From an optimization exercise on the open Yosys and OpenROAD flow, aimed at small area and a short achievable clock period; shortcuts taken in it are not production practice.
Only simulation tests tie the RTL to the original design; equivalence was not proved.
Power figures rest on the tool's default switching activity, not on a simulated workload.

## flow/config.mk

```make
export PLATFORM = sky130hd
export DESIGN_NAME = idStage
export DESIGN_NICKNAME = idStage
export VERILOG_FILES = /design/flow/design.v
export SDC_FILE = /design/flow/constraint.sdc
export NUM_CORES = 4
export LEC_CHECK = 0
export CAP_MARGIN = 20
export CORE_MARGIN = 2
export CORE_UTILIZATION = 55
export CTS_CLUSTER_DIAMETER = 60
export CTS_CLUSTER_SIZE = 30
export SETUP_SLACK_MARGIN = 2.6
export SLEW_MARGIN = 20
export SYNTH_HIERARCHICAL = 1
```

## flow/constraint.sdc

```tcl
create_clock -name core_clock -period 6.0 [get_ports {clk}]
set_input_delay 1.2000 -clock core_clock [delete_from_list [all_inputs] [get_ports {clk}]]
set_output_delay 1.2000 -clock core_clock [all_outputs]
set_load 0.01 [all_outputs]
```

## flow/design.v

```verilog
package mipsIsaPkg;
    typedef enum logic [5:0] {
        SPECIAL = 6'h00,
        J       = 6'h02,
        JAL     = 6'h03,
        BEQ     = 6'h04,
        BNE     = 6'h05,
        ADDI    = 6'h08,
        ADDIU   = 6'h09,
        ANDI    = 6'h0c,
        ORI     = 6'h0d,
        XORI    = 6'h0e,
        LW      = 6'h23,
        SW      = 6'h2b
    } opcode_e;
    typedef enum logic [5:0] {
        SLL  = 6'h00,
        SRL  = 6'h02,
        SRA  = 6'h03,
        SLLV = 6'h04,
        SRLV = 6'h06,
        SRAV = 6'h07,
        JR   = 6'h08,
        ADD  = 6'h20,
        ADDU = 6'h21,
        SUB  = 6'h22,
        SUBU = 6'h23,
        AND  = 6'h24,
        OR   = 6'h25,
        XOR  = 6'h26,
        NOR  = 6'h27,
        SLT  = 6'h2a
    } funct_e;
endpackage
package idCtrlPkg;
    typedef enum logic [4:0] {
        NOP,
        ADD,
        ADDU,
        SUB,
        SUBU,
        AND,
        OR,
        XOR,
        NOR,
        SLT,
        SLL,
        SRL,
        SRA,
        LOAD,
        STORE,
        LINK     
    } aluOp_e;
    typedef enum logic [1:0] {
        REG,
        SIGN_IMM,
        ZERO_IMM,
        SHAMT
    } opBSrc_e;
    typedef enum logic [2:0] {
        NONE,
        EQ,
        NE,
        JUMP,
        JUMP_REG
    } branchKind_e;
endpackage
module instrDecoder (
    input  logic [32-1:0]        instr_i,
    output logic                    rsUsed_o,
    output logic                    rtUsed_o,
    output idCtrlPkg::aluOp_e       aluOp_o,
    output logic                    aSelRs_o,    
    output logic                    aSelRt_o,    
    output logic                    bSelRs_o,    
    output logic                    bSelRt_o,    
    output logic [32-1:0]        immB_o,      
    output logic                    isLink_o,
    output logic                    isStore_o,
    output logic                    wbEn_o,
    output logic [5-1:0]  wbAddr_o,
    output logic                    isBeq_o,
    output logic                    isBne_o,
    output logic                    isJump_o,    
    output logic                    isJr_o
);
    logic [5:0] opcode, funct;
    logic [4:0] rs, rt, rd;
    logic       special, shiftGrp, shiftImm, rType, signImm, zeroImm;
    assign opcode = instr_i[31:26];
    assign funct  = instr_i[5:0];
    assign rs     = instr_i[25:21];
    assign rt     = instr_i[20:16];
    assign rd     = instr_i[15:11];
    assign special  = (opcode == 6'h00);
    assign shiftGrp = special && (funct[5:3] == 3'b000) && (funct[1:0] != 2'b01);
    assign shiftImm = shiftGrp && !funct[2];
    assign rType    = special && ((funct[5:3] == 3'b100) || (funct == 6'h2a));
    assign isJr_o   = special && (funct == 6'h08);
    assign signImm  = (opcode == 6'h08) || (opcode == 6'h09) || (opcode == 6'h23) || (opcode == 6'h2b);
    assign zeroImm  = (opcode == 6'h0c) || (opcode == 6'h0d) || (opcode == 6'h0e);
    assign isStore_o = (opcode == 6'h2b);
    assign isBeq_o  = (opcode == 6'h04);
    assign isBne_o  = (opcode == 6'h05);
    assign isJump_o = (opcode[5:1] == 5'b00001);
    assign isLink_o = (opcode == 6'h03);
    assign rsUsed_o = rType || (shiftGrp && funct[2]) || isJr_o || signImm || zeroImm
                      || isBeq_o || isBne_o;
    assign rtUsed_o = rType || shiftGrp || isStore_o || isBeq_o || isBne_o;
    assign aSelRs_o = rType || isJr_o || signImm || zeroImm || isBeq_o || isBne_o;
    assign aSelRt_o = shiftGrp;
    assign bSelRs_o = shiftGrp && funct[2];
    assign bSelRt_o = rType || isBeq_o || isBne_o;
    always_comb begin
        if (shiftImm)
            immB_o = {27'b0, instr_i[10:6]};
        else if (signImm)
            immB_o = {{16{instr_i[15]}}, instr_i[15:0]};
        else if (zeroImm)
            immB_o = {16'b0, instr_i[15:0]};
        else
            immB_o = '0;
    end
    assign wbEn_o = rType || shiftGrp || (signImm && !isStore_o) || zeroImm || isLink_o;
    always_comb begin
        if (rType || shiftGrp)
            wbAddr_o = rd;
        else if (isLink_o)
            wbAddr_o = 5'(31);
        else if (wbEn_o)
            wbAddr_o = rt;
        else
            wbAddr_o = '0;
    end
    always_comb begin
        aluOp_o = idCtrlPkg::NOP;
        if (special) begin
            case (funct)
                6'h20: aluOp_o = idCtrlPkg::ADD;
                6'h21: aluOp_o = idCtrlPkg::ADDU;
                6'h22: aluOp_o = idCtrlPkg::SUB;
                6'h23: aluOp_o = idCtrlPkg::SUBU;
                6'h24: aluOp_o = idCtrlPkg::AND;
                6'h25: aluOp_o = idCtrlPkg::OR;
                6'h26: aluOp_o = idCtrlPkg::XOR;
                6'h27: aluOp_o = idCtrlPkg::NOR;
                6'h2a: aluOp_o = idCtrlPkg::SLT;
                6'h00, 6'h04: aluOp_o = idCtrlPkg::SLL;
                6'h02, 6'h06: aluOp_o = idCtrlPkg::SRL;
                6'h03, 6'h07: aluOp_o = idCtrlPkg::SRA;
                default: aluOp_o = idCtrlPkg::NOP;
            endcase
        end else begin
            case (opcode)
                6'h08: aluOp_o = idCtrlPkg::ADD;
                6'h09: aluOp_o = idCtrlPkg::ADDU;
                6'h0c: aluOp_o = idCtrlPkg::AND;
                6'h0d: aluOp_o = idCtrlPkg::OR;
                6'h0e: aluOp_o = idCtrlPkg::XOR;
                6'h23: aluOp_o = idCtrlPkg::LOAD;
                6'h2b: aluOp_o = idCtrlPkg::STORE;
                6'h03: aluOp_o = idCtrlPkg::LINK;
                default: aluOp_o = idCtrlPkg::NOP;
            endcase
        end
    end
endmodule
module regFile (
    input  logic                          clk,
    input  logic                          reset,
    input  logic                          wrEn_i,
    input  logic [5-1:0]        wrAddr_i,
    input  logic [32-1:0]              wrData_i,
    output logic [32-1:1][32-1:0] rows_o
);
    logic [32-1:0] wrMasked;
    assign wrMasked = reset ? '0 : wrData_i;
    for (genvar i = 1; i < 32; i++) begin : g_row
        logic             rowEn;
        logic [32-1:0] row;
        assign rowEn = reset || (wrEn_i && (wrAddr_i == i));
        always_ff @(posedge clk) begin
            if (rowEn)
                row <= wrMasked;
        end
        assign rows_o[i] = row;
    end
endmodule
module operandForward (
    input  logic [5-1:0]  srcAddr_i,
    input  logic                    srcUsed_i,    
    input  logic                    exWriteBack_i,
    input  logic                    exIsLoad_i,
    input  logic [5-1:0]  exAddr_i,
    input  logic                    memWrite_i,
    input  logic [5-1:0]  memAddr_i,
    input  logic                    wbEn_i,
    input  logic [5-1:0]  wbAddr_i,
    output logic [32-1:1]    dec_o,
    output logic [2:0]              fwdSel_o,     
    output logic                    selRf_o,
    output logic                    loadHazard_o
);
    logic nonZero, exHit, memHit, wbHit;
    assign nonZero = (srcAddr_i != '0);
    assign exHit   = exWriteBack_i && !exIsLoad_i && (exAddr_i == srcAddr_i);
    assign memHit  = memWrite_i && (memAddr_i == srcAddr_i);
    assign wbHit   = wbEn_i && (wbAddr_i == srcAddr_i);
    assign loadHazard_o = srcUsed_i && nonZero && exIsLoad_i && (exAddr_i == srcAddr_i);
    assign fwdSel_o[0] = nonZero && exHit;
    assign fwdSel_o[1] = nonZero && !exHit && memHit;
    assign fwdSel_o[2] = nonZero && !exHit && !memHit && wbHit;
    assign selRf_o     = !exHit && !memHit && !wbHit;
    for (genvar i = 1; i < 32; i++) begin : g_dec
        assign dec_o[i] = (srcAddr_i == i);
    end
endmodule
module readPorts (
    input  logic [32-1:1][32-1:0] rows_i,
    input  logic [32-1:1]            decA_i,
    input  logic [2:0]                      fwdSelA_i,
    input  logic                            selRfA_i,
    input  logic [32-1:1]            decB_i,
    input  logic [2:0]                      fwdSelB_i,
    input  logic                            selRfB_i,
    input  logic [32-1:0]                exData_i,
    input  logic [32-1:0]                memData_i,
    input  logic [32-1:0]                wbData_i,
    output logic [32-1:0]                valA_o,
    output logic [32-1:0]                valB_o,
    output logic [32-1:0]                diff_o
);
    localparam int N = 32 - 1;
    localparam int G = (N + 2) / 3;
    for (genvar b = 0; b < 32; b++) begin : g_bit
        logic [N-1:0] bitRows;
        logic [2:0]   fwdData;
        logic [G-1:0] groupNA, groupNB;
        for (genvar i = 1; i <= N; i++) begin : g_row
            assign bitRows[i-1] = rows_i[i][b];
        end
        assign fwdData = {wbData_i[b], memData_i[b], exData_i[b]};
        readGroups #(.N(N)) grpA (.dec_i(decA_i), .row_i(bitRows), .groupN_o(groupNA));
        readGroups #(.N(N)) grpB (.dec_i(decB_i), .row_i(bitRows), .groupN_o(groupNB));
        mergePair #(.G(G)) merge (
            .groupNA_i(groupNA), .selRfA_i(selRfA_i), .fwdSelA_i(fwdSelA_i),
            .groupNB_i(groupNB), .selRfB_i(selRfB_i), .fwdSelB_i(fwdSelB_i),
            .fwdData_i(fwdData),
            .a_o(valA_o[b]), .b_o(valB_o[b]), .diff_o(diff_o[b])
        );
    end
endmodule
module readGroups #(
    parameter int N = 3
) (
    input  logic [N-1:0]       dec_i,
    input  logic [N-1:0]       row_i,
    output logic [(N+2)/3-1:0] groupN_o
);
    localparam int G    = (N + 2) / 3;
    localparam int LAST = N - 3 * (G - 1);
    for (genvar g = 0; g < G - 1; g++) begin : g_grp
        aoiN #(.M(3)) grp (.sel_i(dec_i[3*g +: 3]), .data_i(row_i[3*g +: 3]), .yN_o(groupN_o[g]));
    end
    aoiN #(.M(LAST)) grpLast (
        .sel_i(dec_i[N-1 -: LAST]), .data_i(row_i[N-1 -: LAST]), .yN_o(groupN_o[G-1])
    );
endmodule
module mergePair #(
    parameter int G = 2
) (
    input  logic [G-1:0] groupNA_i,
    input  logic         selRfA_i,
    input  logic [2:0]   fwdSelA_i,
    input  logic [G-1:0] groupNB_i,
    input  logic         selRfB_i,
    input  logic [2:0]   fwdSelB_i,
    input  logic [2:0]   fwdData_i,
    output logic         a_o,
    output logic         b_o,
    output logic         diff_o
);
    assign a_o    = (|(fwdSelA_i & fwdData_i)) || (selRfA_i && !(&groupNA_i));
    assign b_o    = (|(fwdSelB_i & fwdData_i)) || (selRfB_i && !(&groupNB_i));
    assign diff_o = a_o ^ b_o;
endmodule
module aoiN #(
    parameter int M = 3
) (
    input  logic [M-1:0] sel_i,
    input  logic [M-1:0] data_i,
    output logic         yN_o
);
    assign yN_o = !(|(sel_i & data_i));
endmodule
module branchUnit (
    input  logic [32-1:0]  pc_i,
    input  logic [15:0]       imm_i,
    input  logic [25:0]       jumpIndex_i,
    input  logic              isBeq_i,
    input  logic              isBne_i,
    input  logic              isJump_i,
    input  logic              isJr_i,
    input  logic [32-1:0]  rsValue_i,
    input  logic [32-1:0]  diff_i,       
    output logic              taken_o,
    output logic [32-1:0]  target_o,
    output logic [32-1:0]  pcPlus4_o
);
    logic [32-1:2] relHi;
    logic             equal;
    logic [32-1:2] pcHiPlus1;
    bkInc #(.W(32-2)) incr (.a_i(pc_i[32-1:2]), .sum_o(pcHiPlus1));
    bkAdd #(.W(32-2)) rel (
        .a_i(pc_i[32-1:2]), .b_i({{(32-18){imm_i[15]}}, imm_i}), .cin_i(1'b1),
        .sum_o(relHi)
    );
    assign pcPlus4_o = {pcHiPlus1, pc_i[1:0]};
    assign equal = !(|diff_i);
    assign taken_o = (isBeq_i && equal) || (isBne_i && !equal) || isJump_i || isJr_i;
    always_comb begin
        if (isJr_i)
            target_o = rsValue_i;
        else if (isJump_i)
            target_o = {pcPlus4_o[32-1:32-4], jumpIndex_i, 2'b00};
        else
            target_o = {relHi, pc_i[1:0]};
    end
endmodule
module bkAdd #(
    parameter int W = 8
) (
    input  logic [W-1:0] a_i,
    input  logic [W-1:0] b_i,
    input  logic         cin_i,
    output logic [W-1:0] sum_o
);
    logic [W-1:0] p, g, gg, pp;
    logic [W:0]   c;
    assign p = a_i ^ b_i;
    assign g = a_i & b_i;
    always_comb begin
        gg = g;
        pp = p;
        gg[0] = g[0] | (p[0] & cin_i);
        for (int d = 1; d < W; d = d * 2) begin
            for (int i = 2 * d - 1; i < W; i = i + 2 * d) begin
                gg[i] = gg[i] | (pp[i] & gg[i-d]);
                pp[i] = pp[i] & pp[i-d];
            end
        end
        for (int d = 1 << 15; d >= 1; d = d / 2) begin   
            for (int i = 3 * d - 1; i < W; i = i + 2 * d) begin
                gg[i] = gg[i] | (pp[i] & gg[i-d]);
                pp[i] = pp[i] & pp[i-d];
            end
        end
    end
    assign c     = {gg, cin_i};
    assign sum_o = p ^ c[W-1:0];
endmodule
module bkInc #(
    parameter int W = 8
) (
    input  logic [W-1:0] a_i,
    output logic [W-1:0] sum_o
);
    logic [W-1:0] pp;    
    always_comb begin
        pp = a_i;
        for (int d = 1; d < W; d = d * 2) begin
            for (int i = 2 * d - 1; i < W; i = i + 2 * d)
                pp[i] = pp[i] & pp[i-d];
        end
        for (int d = 1 << 15; d >= 1; d = d / 2) begin   
            for (int i = 3 * d - 1; i < W; i = i + 2 * d)
                pp[i] = pp[i] & pp[i-d];
        end
    end
    assign sum_o = a_i ^ {pp[W-2:0], 1'b1};
endmodule
module idStage (
    input  logic                    clk,
    input  logic                    reset,
    input  logic                    instrValid_i,
    input  logic [32-1:0]        pc_i,
    input  logic [32-1:0]        instr_i,
    input  logic                    wbEn_i,
    input  logic [5-1:0]  wbAddr_i,
    input  logic [32-1:0]        wbData_i,
    input  logic                    exWriteBack_i,
    input  logic                    exIsLoad_i,
    input  logic [5-1:0]  exAddr_i,
    input  logic [32-1:0]        exData_i,
    input  logic                    memWrite_i,
    input  logic [5-1:0]  memAddr_i,
    input  logic [32-1:0]        memData_i,
    output logic                    outValid_o,
    output logic                    stall_o,
    output idCtrlPkg::aluOp_e       aluOp_o,
    output logic [32-1:0]        operandA_o,
    output logic [32-1:0]        operandB_o,
    output logic [32-1:0]        storeData_o,
    output logic                    wbEnOut_o,
    output logic [5-1:0]  wbAddrOut_o,
    output logic                    branchEn_o,
    output logic [32-1:0]        branchTarget_o
);
    logic [5-1:0] rsAddr, rtAddr, decWbAddr;
    logic                   rsUsed, rtUsed, isLink, isStore, decWbEn;
    logic                   aSelRs, aSelRt, bSelRs, bSelRt;
    logic                   isBeq, isBne, isJump, isJr;
    idCtrlPkg::aluOp_e      aluOp;
    logic [32-1:0]       immB;
    logic [32-1:1][32-1:0] rows;
    logic [32-1:0]       valA, valB;
    logic                   hazA, hazB, hazard;
    logic                   taken;
    logic [32-1:0]       target, pcPlus4;
    instrDecoder decoder (
        .instr_i(instr_i), .rsUsed_o(rsUsed), .rtUsed_o(rtUsed), .aluOp_o(aluOp),
        .aSelRs_o(aSelRs), .aSelRt_o(aSelRt), .bSelRs_o(bSelRs), .bSelRt_o(bSelRt),
        .immB_o(immB), .isLink_o(isLink), .isStore_o(isStore),
        .wbEn_o(decWbEn), .wbAddr_o(decWbAddr),
        .isBeq_o(isBeq), .isBne_o(isBne), .isJump_o(isJump), .isJr_o(isJr)
    );
    regFile regs (
        .clk(clk), .reset(reset), .wrEn_i(wbEn_i), .wrAddr_i(wbAddr_i),
        .wrData_i(wbData_i), .rows_o(rows)
    );
    logic [32-1:1] decA, decB;
    logic [2:0]           fwdSelA, fwdSelB;
    logic                 selRfA, selRfB;
    logic [32-1:0]     diff;
    operandForward fwdA (
        .srcAddr_i(rsAddr), .srcUsed_i(rsUsed),
        .exWriteBack_i(exWriteBack_i), .exIsLoad_i(exIsLoad_i), .exAddr_i(exAddr_i),
        .memWrite_i(memWrite_i), .memAddr_i(memAddr_i), .wbEn_i(wbEn_i), .wbAddr_i(wbAddr_i),
        .dec_o(decA), .fwdSel_o(fwdSelA), .selRf_o(selRfA), .loadHazard_o(hazA)
    );
    operandForward fwdB (
        .srcAddr_i(rtAddr), .srcUsed_i(rtUsed),
        .exWriteBack_i(exWriteBack_i), .exIsLoad_i(exIsLoad_i), .exAddr_i(exAddr_i),
        .memWrite_i(memWrite_i), .memAddr_i(memAddr_i), .wbEn_i(wbEn_i), .wbAddr_i(wbAddr_i),
        .dec_o(decB), .fwdSel_o(fwdSelB), .selRf_o(selRfB), .loadHazard_o(hazB)
    );
    readPorts read (
        .rows_i(rows),
        .decA_i(decA), .fwdSelA_i(fwdSelA), .selRfA_i(selRfA),
        .decB_i(decB), .fwdSelB_i(fwdSelB), .selRfB_i(selRfB),
        .exData_i(exData_i), .memData_i(memData_i), .wbData_i(wbData_i),
        .valA_o(valA), .valB_o(valB), .diff_o(diff)
    );
    branchUnit branch (
        .pc_i(pc_i), .imm_i(instr_i[15:0]), .jumpIndex_i(instr_i[25:0]),
        .isBeq_i(isBeq), .isBne_i(isBne), .isJump_i(isJump), .isJr_i(isJr),
        .rsValue_i(valA), .diff_i(diff),
        .taken_o(taken), .target_o(target), .pcPlus4_o(pcPlus4)
    );
    assign rsAddr = instr_i[25:21];
    assign rtAddr = instr_i[20:16];
    assign hazard = hazA | hazB;
    always_ff @(posedge clk) begin
        if (reset) begin
            outValid_o <= 1'b0;
            stall_o    <= 1'b0;
        end else begin
            outValid_o <= instrValid_i && !hazard;
            stall_o    <= instrValid_i && hazard;
        end
    end
    always_ff @(posedge clk) begin
        aluOp_o        <= aluOp;
        operandA_o     <= ({32{aSelRs}} & valA) | ({32{aSelRt}} & valB)
                          | ({32{isLink}} & pcPlus4);
        operandB_o     <= ({32{bSelRs}} & valA) | ({32{bSelRt}} & valB) | immB;
        storeData_o    <= {32{isStore}} & valB;
        wbEnOut_o      <= decWbEn;
        wbAddrOut_o    <= decWbAddr;
        branchEn_o     <= taken;
        branchTarget_o <= target;
    end
endmodule
```

## flow/flow/run.sh

```bash
#!/bin/bash
# The standard layout (the standard.sh: standard synthesis, floorplan,
# placement, CTS, routing) with three changes:
#  - ports are buffered with buf_2 instead of the default delay-cell buffer;
#  - CTS clusters up to 30 sinks and inserts no dummy loads;
#  - timing repair may resize a cell to any equivalent cell, not only to
#    one with the same footprint.
# Every tool's output goes to the ORFS logs under orfs/logs; make's own
# output goes to flow_make.log here.
set -euo pipefail
bash standard.sh \
  "BUFFER_PORTS_ARGS=-buffer_cell sky130_fd_sc_hd__buf_2" \
  "CTS_ARGS=-sink_clustering_enable -repair_clock_nets -dont_use_dummy_load -sink_clustering_size 30 -sink_clustering_max_diameter 60" \
  "MATCH_CELL_FOOTPRINT=0" \
  finish > flow_make.log 2>&1
```

## flow/standard.sh

```bash
#!/bin/bash
# synth_recipe.tcl (not shown) runs the flow's synth.tcl, then flattens the netlist and writes it again
# the make line also repeats each setting of config.mk as NAME=value (left out here)
make -C /OpenROAD-flow-scripts/flow DESIGN_CONFIG=/design/flow/config.mk WORK_HOME=/design/flow/orfs CLKGATE_MAP_FILE= SYNTH_SCRIPT=/design/flow/synth_recipe.tcl "${@:-finish}"
```

==> reports/metrics.cfg, run 1 <==
[power]
power_density_mw_per_mm2 = 288
ir_drop_uv = 287
p_leak_nw = 21.9

[global_routing]
grt_pass1_wl_um = 297000
grt_busiest_layer = met2
grt_pass1_vias = 37800
use_met1_pct = 60.5
grt_max_degree = 38
grtUsageMet3_pct = 18.7
antenna_found_initial = 16
use_met2_pct = 69.3
grtUsageTotal_pct = 47.3
grt.overflow.total = 0

[final_layout]
syn2layout_area_growth_pct = 25.8
regArea_mm2 = 0.0326
drive_above_1_share_pct = 31.6
multi_input_area_mm2 = 0.0167
nets = 4199
final_common_cell = edfxtp_1
fin_util_pct = 69.8
nFillCells = 5769
final_cell_mix = edfxtp_1, a222oi_1, buf_2

[clock_network]
cts_htree_levels = 3
clk_path_buf_depth = 3
clk_latency_ns = 0.71
cts_sinks = 1134
cts_tree = built
cts_root_buf = clkbuf_16
clk_pin_slew_ns = 0.07
cts_made_buffers = 81

[worst_setup_path]
start_kind = input pin
cp_common_cell = nand4_1
r2r_setup_slack_ns = 2.55
worstPathRequired_ns = 6.57
r2r_end = branchEn_o$_DFF_P_
worst_path_largest_cell_delay_ns = 0.61
path_cells = buf_12 -> or2_4 -> nor2_4 -> buf_8 -> buf_4 -> a222oi_1 -> nand4_1 -> o31ai_4 -> nand2_2 -> xor2_1 -> nor4_1 -> nand4_1 -> nor3_1 -> nand3b_1
path_class = input pin to flip-flop
cp_slowest_cell = nand4_1
critPathMaxFanout = 8
reg2reg_from = regs.g_row[4].row[17]$_DFFE_PP_
path_buf_inv = 3
crit_path_end_kind = flip-flop
reg2regPathDepth = 10
cpLargestDelayFamily = simple AND/OR/NAND/NOR gates
worstPathArrival_ns = 4.90

[detailed_routing]
via_per_inst = 8.31
ant_nets = 0
wl_um = 231000
first_pass_iters = 22
drtIter0Drc = 15000
wire_per_inst_um = 45.0
drc_errors = 0
vias = 42500

[synth]
synth_top_cells_by_area = edfxtp_1, a222oi_1, dfxtp_1
yosysSeqAreaShare_pct = 67.9
synth-seq-cells = 1134
postSynthCellCount = 3124
synth.distinct_cells = 77
synth_warnings = 12
synth_top_cell_by_area = edfxtp_1
syn-cell-area_mm2 = 0.0480
synth_top_area_share_pct = 62.0
synth_nets = 3368
synth-async-reset-ratio_pct = 0
avgSynthCellArea_um2 = 15.4
synth_top_flop_cell = edfxtp_1
synth-edff-count = 992

[placed_design]
io_buffer_count = 323
routabilityCongestion = 1.06
dpl.hpwl_um = 148000

[flow_run]
cap_viol_max_count = 0

[timing]
setup_viol_count_final = 0
worst_pin_slew_ns = 1.26
skew_ns = 0.0876
max_freq_mhz = 231
drv_slew = 0
rsz0062_at_grt = true
finalCritPeriodShare_pct = 72.2
finalSetupTns_ns = 0
hold_viol = 0
fin_crit_ns = 4.33
relSlewSlack_pct = 15.9

[floorplan]
initial_core_util_pct = 55.5
top_level_ports = 324
fp.dieW_um = 300
core-area_mm2 = 0.0866
fp-row-count = 108
die_h_um = 300
fp.dieArea_mm2 = 0.0897

[min_path]
worstHoldPathCells = 3
hold_start = instrValid_i
min-delay-path-class = input pin to flip-flop
whs_endpoint = stall_o$_SDFF_PP0_

[run_status]
status = complete, no violations

worst max-delay path by stage:
stage | start | end | cells past startpoint | slack (ns)
floorplan | instr_i[23] | branchEn_o$_DFF_P_ | 12 | 2.04
global placement | instr_i[23] | branchEn_o$_DFF_P_ | 13 | 0.37
detailed placement | instr_i[23] | branchEn_o$_DFF_P_ | 13 | 0.42
CTS | instr_i[25] | branchEn_o$_DFF_P_ | 14 | 2.00
global route | instr_i[16] | branchEn_o$_DFF_P_ | 16 | 1.73
finish | instr_i[23] | branchEn_o$_DFF_P_ | 14 | 1.67
kinds of logic (layout without fill, tap and decap cells):
kind of cell,count (synthesis),count (layout),share of synthesized area (%)
flip-flops,1134,1134,67.9
AO/OA/AOI/OAI,966,966,18.9
AND/OR/NAND/NOR,687,692,7.48
buffers and inverters,156,980,1.57
XOR/XNOR,87,87,1.59
adder cells (fa/ha/maj),62,62,1.86
multiplexers,30,30,0.625
other,2,15,0.0156
area by class of cell:
class,instances,area share (%)
multi-input cells,1839,27.7
repair buffers,821,12.0
diodes,13,0.0538
well taps,1155,2.39
clock buffers,81,3.35
inverters,78,0.522
flip-flops and latches,1134,54.0
stage by stage:
stage          setup slack [ns]  power (mW)  std cells  hold WS (ns)  cell area, um^2
3_3_place_gp              0.374        11.8       4719         0.846            52900
4_1_cts                    2.00        16.9       4922         0.816            57600
6_report                   1.67        17.4       5121         0.825            60400
5_1_grt                    1.73        17.6       5113         0.861            60400
3_5_place_dp              0.422        11.8       4720         0.897            53000
2_1_floorplan              2.04        10.6       3124         0.745            48400
flip-flops by register name, summed over array words and instances (netlist names):
signal,count
aluOp_o,5
branchEn_o,1
branchTarget_o,32
operandA_o,32
operandB_o,32
outValid_o,1
regs.g_row.row,992
stall_o,1
storeData_o,32
wbAddrOut_o,5
wbEnOut_o,1
per-module statistics from Yosys (local to each module, per instance), excerpt:
module          cell area (um^2)  cells  copies in the design  flip-flops and latches
instrDecoder                 895    136                     1                       0
idStage                     3930    292                     1                     142
operandForward               457     83                     2                       0
branchUnit                   759    121                     1                       0
regFile                    30400   1086                     1                     992
worst reg2reg max path, cell delays in order, from the launching register on:
cell,delay (ns)
edfxtp_1,0.42
a222oi_1,0.67
nand4_1,0.51
o31ai_2,0.39
buf_4,0.21
nand2_4,0.08
xor2_4,0.20
nor4_2,0.25
nand4_1,0.25
o21ai_1,0.19
nand3b_1,0.11
per-layer routing:
| metal | share of wire, % | up-vias |
|---|---|---|
| li1 | - | 15900 |
| met1 | 31 | 20400 |
| met2 | 41 | 4994 |
| met3 | 19 | 1206 |
| met4 | 8.9 | 10 |
| met5 | 0.027 | - |
report_power, final:
part | internal (mW) | switching (mW)
combinational | 0.915 | 1.82
clock | 2.38 | 2.57
sequential | 9.31 | 0.381
total | 12.6 | 4.77
synthesized netlist by cell type, drive strengths merged, types with 4 or more instances:
master / count
or3: 6
edfxtp: 992
or4: 6
mux2i: 30
o31ai: 66
a222oi: 736
ha: 46
nor4: 22
dfxtp: 142
o2bb2ai: 5
nor2: 103
nand2b: 14
a21oi: 13
a22o: 8
a21o: 14
and2: 46
inv: 78
fa: 16
nand3b: 8
xnor2: 15
buf: 60
nand2: 189
a31o: 7
xor2: 72
nor3: 13
a221o: 32
and3: 7
nor3b: 5
nor2b: 35
or3b: 4
nand4: 139
nand3: 75
clkbuf: 18
o21ai: 56
what timing repair did:
item | 4_1_cts | 5_1_grt
hold buffers | 0 | 0
cloned | 12 | 24
setup endpoints to repair | 129 | 94
setup buffers | 109 | 162
gates resized for setup | 352 | 213
pin swaps | 215 | 269
==> run 2: changes to the inputs <==
--- a/flow/design.v
+++ b/flow/design.v
@@ -198,3 +198,4 @@
     input  logic [5-1:0]  wbAddr_i,
-    output logic [32-1:1]    dec_o,
+    output logic [32-1:1]    decLo_o,      
+    output logic [32-1:1]    decHi_o,      
     output logic [2:0]              fwdSel_o,     
@@ -213,4 +214,11 @@
     assign selRf_o     = !exHit && !memHit && !wbHit;
+    rowDecode decLo (.addr_i(srcAddr_i), .dec_o(decLo_o));
+    rowDecode decHi (.addr_i(srcAddr_i), .dec_o(decHi_o));
+endmodule
+module rowDecode (
+    input  logic [5-1:0] addr_i,
+    output logic [32-1:1]   dec_o
+);
     for (genvar i = 1; i < 32; i++) begin : g_dec
-        assign dec_o[i] = (srcAddr_i == i);
+        assign dec_o[i] = (addr_i == i);
     end
@@ -219,6 +227,8 @@
     input  logic [32-1:1][32-1:0] rows_i,
-    input  logic [32-1:1]            decA_i,
+    input  logic [32-1:1]            decALo_i,
+    input  logic [32-1:1]            decAHi_i,
     input  logic [2:0]                      fwdSelA_i,
     input  logic                            selRfA_i,
-    input  logic [32-1:1]            decB_i,
+    input  logic [32-1:1]            decBLo_i,
+    input  logic [32-1:1]            decBHi_i,
     input  logic [2:0]                      fwdSelB_i,
@@ -242,4 +252,8 @@
         assign fwdData = {wbData_i[b], memData_i[b], exData_i[b]};
-        readGroups #(.N(N)) grpA (.dec_i(decA_i), .row_i(bitRows), .groupN_o(groupNA));
-        readGroups #(.N(N)) grpB (.dec_i(decB_i), .row_i(bitRows), .groupN_o(groupNB));
+        readGroups #(.N(N)) grpA (
+            .dec_i(b < 32 / 2 ? decALo_i : decAHi_i), .row_i(bitRows), .groupN_o(groupNA)
+        );
+        readGroups #(.N(N)) grpB (
+            .dec_i(b < 32 / 2 ? decBLo_i : decBHi_i), .row_i(bitRows), .groupN_o(groupNB)
+        );
         mergePair #(.G(G)) merge (
@@ -430,3 +444,3 @@
     );
-    logic [32-1:1] decA, decB;
+    logic [32-1:1] decALo, decAHi, decBLo, decBHi;
     logic [2:0]           fwdSelA, fwdSelB;
@@ -438,3 +452,3 @@
         .memWrite_i(memWrite_i), .memAddr_i(memAddr_i), .wbEn_i(wbEn_i), .wbAddr_i(wbAddr_i),
-        .dec_o(decA), .fwdSel_o(fwdSelA), .selRf_o(selRfA), .loadHazard_o(hazA)
+        .decLo_o(decALo), .decHi_o(decAHi), .fwdSel_o(fwdSelA), .selRf_o(selRfA), .loadHazard_o(hazA)
     );
@@ -444,3 +458,3 @@
         .memWrite_i(memWrite_i), .memAddr_i(memAddr_i), .wbEn_i(wbEn_i), .wbAddr_i(wbAddr_i),
-        .dec_o(decB), .fwdSel_o(fwdSelB), .selRf_o(selRfB), .loadHazard_o(hazB)
+        .decLo_o(decBLo), .decHi_o(decBHi), .fwdSel_o(fwdSelB), .selRf_o(selRfB), .loadHazard_o(hazB)
     );
@@ -448,4 +462,4 @@
         .rows_i(rows),
-        .decA_i(decA), .fwdSelA_i(fwdSelA), .selRfA_i(selRfA),
-        .decB_i(decB), .fwdSelB_i(fwdSelB), .selRfB_i(selRfB),
+        .decALo_i(decALo), .decAHi_i(decAHi), .fwdSelA_i(fwdSelA), .selRfA_i(selRfA),
+        .decBLo_i(decBLo), .decBHi_i(decBHi), .fwdSelB_i(fwdSelB), .selRfB_i(selRfB),
         .exData_i(exData_i), .memData_i(memData_i), .wbData_i(wbData_i),
==> run 2 against run 1 <==
  * Still clean on timing, DRC and antenna
  * Sequential power hardly changed
  * Flip-flop and latch count stayed put
  * Non-clock buffer count is 204 lower
  * Global-route usage is 6.2 points lower
  * Cell count is 2.6% lower
  * Sequential share of layout area is 2.8 points higher
  * Maximum frequency is 3.6% higher
==> reports/metrics.cfg, run 2 <==
[floorplan]
core-area_mm2 = 0.0870  ; +0.47%
fp.dieArea_mm2 = 0.0905  ; +0.86%
fp.dieW_um = 301  ; +0.43%
fp-row-count = 108  ; unchanged
initial_core_util_pct = 55.7  ; +0.22 points
top_level_ports = 324  ; unchanged
die_h_um = 301  ; +0.43%

[worst_setup_path]
path_cells = buf_6 -> buf_12 -> or2_4 -> nor2_1 -> buf_6 -> a222oi_1 -> nand4_1 -> o31ai_4 -> nand2_2 -> xor2_1 -> nor4_4 -> nand4_1 -> o21ai_1 -> nand3b_1
critPathMaxFanout = 16  ; +8
path_class = input pin to flip-flop
start_kind = input pin
reg2reg_from = regs.g_row[4].row[16]$_DFFE_PP_
cp_slowest_cell = nand4_1
worst_path_largest_cell_delay_ns = 0.55  ; -0.06 ns
worstPathRequired_ns = 6.47  ; -0.10 ns
worstPathArrival_ns = 4.65  ; -0.25 ns
crit_path_start = instr_i[20]
crit_path_end_kind = flip-flop
reg2regPathDepth = 10  ; unchanged

[timing]
skew_ns = 0.0748  ; -0.0128 ns
worst_pin_slew_ns = 1.19  ; -0.0689 ns
finalCritPeriodShare_pct = 69.7  ; -2.5 points
max_freq_mhz = 239  ; +3.6%
hold_viol = 0  ; unchanged
rsz0062_at_grt = true
setup_viol_count_final = 0  ; unchanged
relSlewSlack_pct = 20.5  ; +4.6 points
drv_slew = 0  ; unchanged
finalSetupTns_ns = 0  ; unchanged
fin_crit_ns = 4.18  ; -0.152 ns

[clock_network]
clk_pin_slew_ns = 0.08  ; about the same
clk_path_buf_depth = 3  ; unchanged
cts_made_buffers = 80  ; -1.2%
cts_htree_levels = 3  ; unchanged
cts_sinks = 1134  ; unchanged
cts_root_buf = clkbuf_16
clk_latency_ns = 0.67  ; -0.04 ns
cts_tree = built

[synth]
synth_nets = 3448  ; +2.4%
syn-cell-area_mm2 = 0.0485  ; +0.88%
postSynthCellCount = 3204  ; +2.6%
synth.distinct_cells = 76  ; -1.3%
synth-async-reset-ratio_pct = 0  ; unchanged
synth_top_cell_by_area = edfxtp_1
avgSynthCellArea_um2 = 15.1  ; -1.6%
synth_commonest_cells = edfxtp_1, a222oi_1, nand2_1, nor2_1, dfxtp_1
synth_top_flop_cell = edfxtp_1
synth-edff-count = 992  ; unchanged
synth-seq-cells = 1134  ; unchanged
yosysSeqAreaShare_pct = 67.3  ; -0.59 points
synth_top_area_share_pct = 61.5  ; -0.54 points
synth_warnings = 12  ; unchanged
synth_most_common_cell = edfxtp_1
synth_top_cells_by_area = edfxtp_1, a222oi_1, dfxtp_1

[global_routing]
grt_max_degree = 47  ; +24%
grt_pass1_vias = 37200  ; -1.4%
antenna_found_initial = 4  ; -12
grtUsageTotal_pct = 41.1  ; -6.2 points
grt.overflow.total = 0  ; unchanged
grt_pass1_wl_um = 266000  ; -10%

[flow_run]
cap_viol_max_count = 0  ; unchanged

[placed_design]
place_inst = 4802  ; +1.7%
dpl.hpwl_um = 126000  ; -15%
placed_area_mm2 = 0.0530  ; about the same
io_buffer_count = 323  ; unchanged
routabilityCongestion = 1.01  ; -4.6%

[min_path]
hold_start = instr_i[11]
worstHoldPathCells = 2  ; -1
min-delay-path-class = input pin to flip-flop

[power]
ir_drop_uv = 264  ; -7.9%
p_leak_nw = 20.5  ; -6.2%
power_density_mw_per_mm2 = 293  ; +1.9%

[final_layout]
fin_area_mm2 = 0.0575  ; -4.9%
stdcell_count = 4987  ; -2.6%
fin_util_pct = 66.0  ; -3.7 points
largest_reg_flops = 992  ; unchanged
regMostFlops = regs.g_row.row
final_common_cell = edfxtp_1
final_cell_mix = edfxtp_1, a222oi_1, buf_2
drive_above_1_share_pct = 26.0  ; -5.6 points
nets = 4071  ; -3.0%
syn2layout_area_growth_pct = 18.6

[detailed_routing]
vias = 39700  ; -6.7%
wl_um = 193000  ; -16%
drc_errors = 0  ; unchanged
via_per_inst = 7.96  ; -4.2%
first_pass_iters = 17  ; -23%
drtIter0Drc = 11700  ; -22%
wire_per_inst_um = 38.8  ; -14%
ant_nets = 0  ; unchanged

[run_status]
status = complete, no violations

[run 2: changes by cell type after synthesis, sizes merged, moves of 4 or more]
cell,previous run,this run
inv,78,74
clkbuf,18,26
xor2,72,80
nand3b,8,14
or3b,4,12
nor2,103,163
buf,60,52
xnor2,15,11
nand2b,14,18
[run 2: kinds of logic after synthesis]
logic type	share of synthesized area [%]
flip-flops	67.3
XOR/XNOR	1.64
multiplexers	0.620
AND/OR/NAND/NOR	8.34
other	0.0155
AO/OA/AOI/OAI	18.7
buffers and inverters	1.51
adder cells (fa/ha/maj)	1.85
[run 2: repair_timing]
item | 4_1_cts | 5_1_grt
endpoints found under the setup margin | 128 | 73
pin swaps | 139 | 123
cloned | 11 | 5
buffers inserted | 61 | 20
gates resized for setup | 257 | 111
hold buffers | 0 | 0
[run 2: report_power, final]
part           leakage [nW]  internal (mW)  switching [mW]  total, mW
logic                  8.76          0.758            1.56       2.31
clock network         0.986           2.35            2.50       4.86
registers              10.8           9.31           0.358       9.67
total                  20.5           12.4            4.42       16.8
[run 2: layer usage]
layer / vias to the layer above / GRT usage, % / share of wire (%) / wire [um]
met5: - / 0 / 0.010 / 20
li1: 15700 / - / - / -
met2: 4072 / 61.3 / 43 / 83100
met4: 2 / 18.8 / 5.7 / 11000
met3: 693 / 14.4 / 17 / 33700
met1: 19200 / 54.3 / 34 / 65400
[run 2: final cells by class]
cell class / count / area [um^2]
Clock buffer: 80 / 2000
Sequential cell: 1134 / 32600
Tap cell: 1155 / 1450
Multi-Input combinational cell: 1920 / 16700
Antenna cell: 7 / 17.5
Timing Repair Buffer: 617 / 4420
Fill cell: 6259 / 29600
Inverter: 74 / 295
[run 2: worst paths after layout]
| check | end | slack [ns] |
|---|---|---|
| hold / removal | wbAddrOut_o[0]$_DFF_P_ | 0.83 |
| setup reg to reg | branchEn_o$_DFF_P_ | 2.80 |
| hold reg to reg | operandA_o[23]$_DFF_P_ | 0.86 |
| setup / recovery | branchEn_o$_DFF_P_ | 1.82 |
[run 2: per-stage QoR]
step	hold WS (ns)	worst slack (ns)	total power [mW]
3_5_place_dp	0.893	0.502	11.7
4_1_cts	0.807	2.11	16.6
2_1_floorplan	0.748	2.24	10.6
6_report	0.834	1.82	16.8
5_1_grt	0.831	1.84	17.2
3_3_place_gp	0.867	0.268	11.6
[run 2: Yosys stat by module, one instance, submodules excluded, excerpt]
| module | cell area [um^2] | flip-flops and latches | times used |
|---|---|---|---|
| rowDecode | 218 | 0 | 4 |
| branchUnit | 759 | 0 | 1 |
| operandForward | 231 | 0 | 2 |
| idStage | 3930 | 142 | 1 |
| instrDecoder | 895 | 0 | 1 |
| regFile | 30400 | 992 | 1 |
[run 2: worst max-delay path, delay by kind of cell]
| family | cells | cell delay (ns) |
|---|---|---|
| AO/OA/AOI/OAI | 3 | 1.06 |
| AND/OR/NAND/NOR | 7 | 1.67 |
| buffers and inverters | 3 | 0.49 |
| XOR/XNOR | 1 | 0.19 |
==> run 3: changes to the inputs <==
--- a/flow/config.mk
+++ b/flow/config.mk
@@ -12,3 +12,3 @@
 export CTS_CLUSTER_SIZE = 30
-export SETUP_SLACK_MARGIN = 2.6
+export SETUP_SLACK_MARGIN = 2.0
 export SLEW_MARGIN = 20
==> run 3 against run 2 <==
  * Still clean on timing, DRC and antenna
  * Cell area down 1.3%
  * Global-route usage down 0.35 points
  * Register-to-register slack worse by 0.12 ns
  * Area after synthesis unchanged
  * Critical endpoint unchanged
  * Largest power group unchanged
  * Highest routed layer unchanged
==> reports/metrics.cfg, run 3 <==
[timing]
relSlewSlack_pct = 17.8  ; -2.7 points
worst_pin_slew_ns = 1.23  ; +0.0407 ns
hold_viol = 0  ; unchanged
setup_viol_count_final = 0  ; unchanged
skew_ns = 0.0752  ; +0.000410 ns
fin_crit_ns = 4.11  ; -0.0714 ns
finalSetupTns_ns = 0  ; unchanged
setup_ws_ns = 1.89  ; +0.0714 ns
drv_slew = 0  ; unchanged
rsz0062_at_grt = true
finalCritPeriodShare_pct = 68.5  ; -1.2 points
max_freq_mhz = 243  ; +1.7%

[final_layout]
nets = 4036  ; -0.86%
final_cell_mix = edfxtp_1, a222oi_1, buf_2
largest_reg_flops = 992  ; unchanged
final_common_cell = edfxtp_1
syn2layout_area_growth_pct = 17.0
fin_util_pct = 65.2  ; -0.89 points
nFillCells = 6232  ; -0.43%
regMostFlops = regs.g_row.row
drive_above_1_share_pct = 24.8  ; -1.2 points

[floorplan]
die_h_um = 301  ; unchanged
fp-row-count = 108  ; unchanged
fp.dieW_um = 301  ; unchanged
top_level_ports = 324  ; unchanged
initial_core_util_pct = 55.7  ; unchanged
core-area_mm2 = 0.0870  ; unchanged
fp.dieArea_mm2 = 0.0905  ; unchanged

[synth]
synth_top_cells_by_area = edfxtp_1, a222oi_1, dfxtp_1
synth-seq-cells = 1134  ; unchanged
synth_commonest_cells = edfxtp_1, a222oi_1, nand2_1, nor2_1, dfxtp_1
synth_nets = 3448  ; unchanged
synth_warnings = 12  ; unchanged
synth.distinct_cells = 76  ; unchanged
syn-cell-area_mm2 = 0.0485  ; unchanged
synth_most_common_cell = edfxtp_1
synth-edff-count = 992  ; unchanged
yosysSeqAreaShare_pct = 67.3  ; unchanged
synth_top_flop_cell = edfxtp_1
synth-async-reset-ratio_pct = 0  ; unchanged
synth_top_area_share_pct = 61.5  ; unchanged
postSynthCellCount = 3204  ; unchanged
synth_top_cell_by_area = edfxtp_1
avgSynthCellArea_um2 = 15.1  ; unchanged

[worst_setup_path]
critPathMaxFanout = 17  ; +1
worstPathArrival_ns = 4.55  ; -0.10 ns
crit_path_end_kind = flip-flop
worstPathRequired_ns = 6.44  ; -0.03 ns
path_buf_inv = 4  ; +1
worst_path_largest_cell_delay_ns = 0.57  ; +0.02 ns
path_class = input pin to flip-flop
path_cells = buf_12 -> nand3b_1 -> buf_4 -> nor2_1 -> buf_4 -> a222oi_1 -> nand4_1 -> o31ai_2 -> nand2_2 -> xor2_1 -> nor4_2 -> nand4_1 -> buf_6 -> o21ai_2 -> nand3b_1
start_kind = input pin
cp_slowest_cell = nand4_1
cpLargestDelayFamily = simple AND/OR/NAND/NOR gates
crit_path_start = instr_i[17]
reg2reg_from = regs.g_row[1].row[29]$_DFFE_PP_

[global_routing]
antenna_found_initial = 10  ; +6
grt.overflow.total = 0  ; unchanged
grt_pass1_vias = 37200  ; -0.17%
grt_pass1_wl_um = 265000  ; -0.37%
grt_max_degree = 33  ; -30%
grtUsageTotal_pct = 40.7  ; -0.35 points

[detailed_routing]
wl_um = 193000  ; -0.21%
drc_errors = 0  ; unchanged
ant_nets = 0  ; unchanged
vias = 39700  ; +0.030%
first_pass_iters = 15  ; -2
drtIter0Drc = 12000  ; +3.0%
wire_per_inst_um = 39.0  ; +0.52%
via_per_inst = 8.02  ; +0.76%

[power]
power_density_mw_per_mm2 = 294  ; +0.22%
ir_drop_uv = 278  ; +5.1%
p_leak_nw = 20.2  ; -1.5%

[clock_network]
clk_path_buf_depth = 3  ; unchanged
cts_made_buffers = 76  ; -5.0%
cts_sinks = 1134  ; unchanged
cts_root_buf = clkbuf_16
cts_htree_levels = 3  ; unchanged
cts_tree = built
clk_latency_ns = 0.67  ; about the same
clk_pin_slew_ns = 0.09  ; about the same

[placed_design]
dpl.hpwl_um = 129000  ; +2.5%
routabilityCongestion = 0.996  ; -1.4%
post-place-ws_ns = 0.592  ; +0.0899 ns
io_buffer_count = 323  ; unchanged

[min_path]
hold_start = pc_i[1]
min-delay-path-class = input pin to flip-flop

[run_status]
status = complete, no violations

[flow_run]
cap_viol_max_count = 0  ; unchanged

run 3: cell counts after synthesis:
Identical to the previous run, type by type.
run 3: worst reg2reg max path: stages (launching register included):
cell	delay (ns)
edfxtp_1	0.42
a222oi_1	0.48
nand4_1	0.62
o31ai_2	0.45
nand2_2	0.18
xor2_1	0.21
nor4_2	0.26
nand4_1	0.16
buf_6	0.17
o21ai_2	0.10
nand3b_1	0.08
run 3: per-layer routing:
| metal | up-vias | track usage (%) | wire (um) |
|---|---|---|---|
| met4 | 16 | 15.9 | 9500 |
| met1 | 19400 | 54.6 | 66300 |
| met3 | 632 | 15.7 | 34900 |
| met2 | 4060 | 59.9 | 81900 |
| li1 | 15600 | - | - |
| met5 | - | 1.16 | 230 |
run 3: what timing repair did:
action	4_1_cts	5_1_grt
hold buffers	0	0
pin swaps	43	125
setup endpoints to repair	12	6
gates cloned	0	7
gates resized for setup	114	159
setup buffers	16	51
run 3: kinds of logic after synthesis:
family,count (synthesis),share of synthesized area (%)
xor+xnor,91,1.64
compound gates,962,18.7
simple gates,771,8.34
flops,1134,67.3
other cells,2,0.0155
mux,30,0.620
buf+inv,152,1.51
fa+ha+maj,62,1.85
run 3: power by group:
| group | switching (mW) | total, mW | internal (mW) |
|---|---|---|---|
| clock network | 2.48 | 4.72 | 2.24 |
| registers | 0.343 | 9.65 | 9.31 |
| logic | 1.59 | 2.28 | 0.695 |
| total | 4.41 | 16.7 | 12.2 |
run 3: worst paths after layout:
check                                   end  slack (ns)  depth (start not counted)
setup reg to reg         branchEn_o$_DFF_P_        2.68                         10
hold reg to reg     storeData_o[12]$_DFF_P_        0.93                          5
setup / recovery         branchEn_o$_DFF_P_        1.89                         15
hold / removal    branchTarget_o[1]$_DFF_P_        0.85                          2
run 3: layout make-up:
cell class / count / area, um^2 / share of cell area (%)
sequential: 1134 / 32600 / 57.6
tap: 1155 / 1450 / 2.55
antenna: 6 / 15.0 / 0.0265
inverter: 74 / 278 / 0.490
timing repair buffer: 588 / 3940 / 6.94
clock buffer: 76 / 1900 / 3.35
multi-input combinational: 1918 / 16500 / 29.1
run 3: stage by stage:
| step | cell area [um^2] | hold slack [ns] | total power, mW | std cells |
|---|---|---|---|---|
| global placement | 52900 | 0.916 | 11.7 | 4795 |
| CTS | 55400 | 0.816 | 16.4 | 4887 |
| global route | 56700 | 0.826 | 17.0 | 4946 |
| detailed placement | 52900 | 0.950 | 11.7 | 4795 |
| finish | 56700 | 0.849 | 16.7 | 4951 |
| floorplan | 48500 | 0.748 | 10.6 | 3204 |
run 3: modules after synthesis, one instance, submodules excluded, a selection:
module / times used / flip-flops and latches
rowDecode: 4 / 0
regFile: 1 / 992
instrDecoder: 1 / 0
idStage: 1 / 142
branchUnit: 1 / 0
operandForward: 2 / 0

static timing again, ports no longer ideal:
In the flow no input, the clock included, has a driving cell. The finished layouts below were timed again as built, in two steps. Step 1 (the two cells are an assumption about what drives the block):
set clk [get_ports {clk}]
set_driving_cell -lib_cell sky130_fd_sc_hd__clkbuf_16 $clk
set_driving_cell -lib_cell sky130_fd_sc_hd__buf_2 [delete_from_list [all_inputs] $clk]
Step 2 adds t to the input delays and takes it off the output delays; t is the mean of the earliest and latest rising clock arrival at the registers after step 1. Input paths then give back, and output paths get back, about the clock's delay inside the block. Slacks: ideal / step 1 / step 2; pairs: ideal / step 1.
run	t (ns)	setup WS [ns]	worst setup path at the end	latest minus earliest clock arrival (ns)	slew at the worst register clock pin (ns)
run 1	0.733	1.667 / 1.569 / 0.837	input to register	0.095 / 0.095	0.10 / 0.10
run 2	0.701	1.818 / 1.698 / 0.997	input to register	0.087 / 0.087	0.11 / 0.11
run 3	0.703	1.890 / 1.748 / 1.045	input to register	0.076 / 0.075	0.10 / 0.10
After both steps every run listed still meets setup and hold. The setup slack of run 3, which loses most, moves by -0.142 ns with the drivers and by -0.845 ns with both steps.
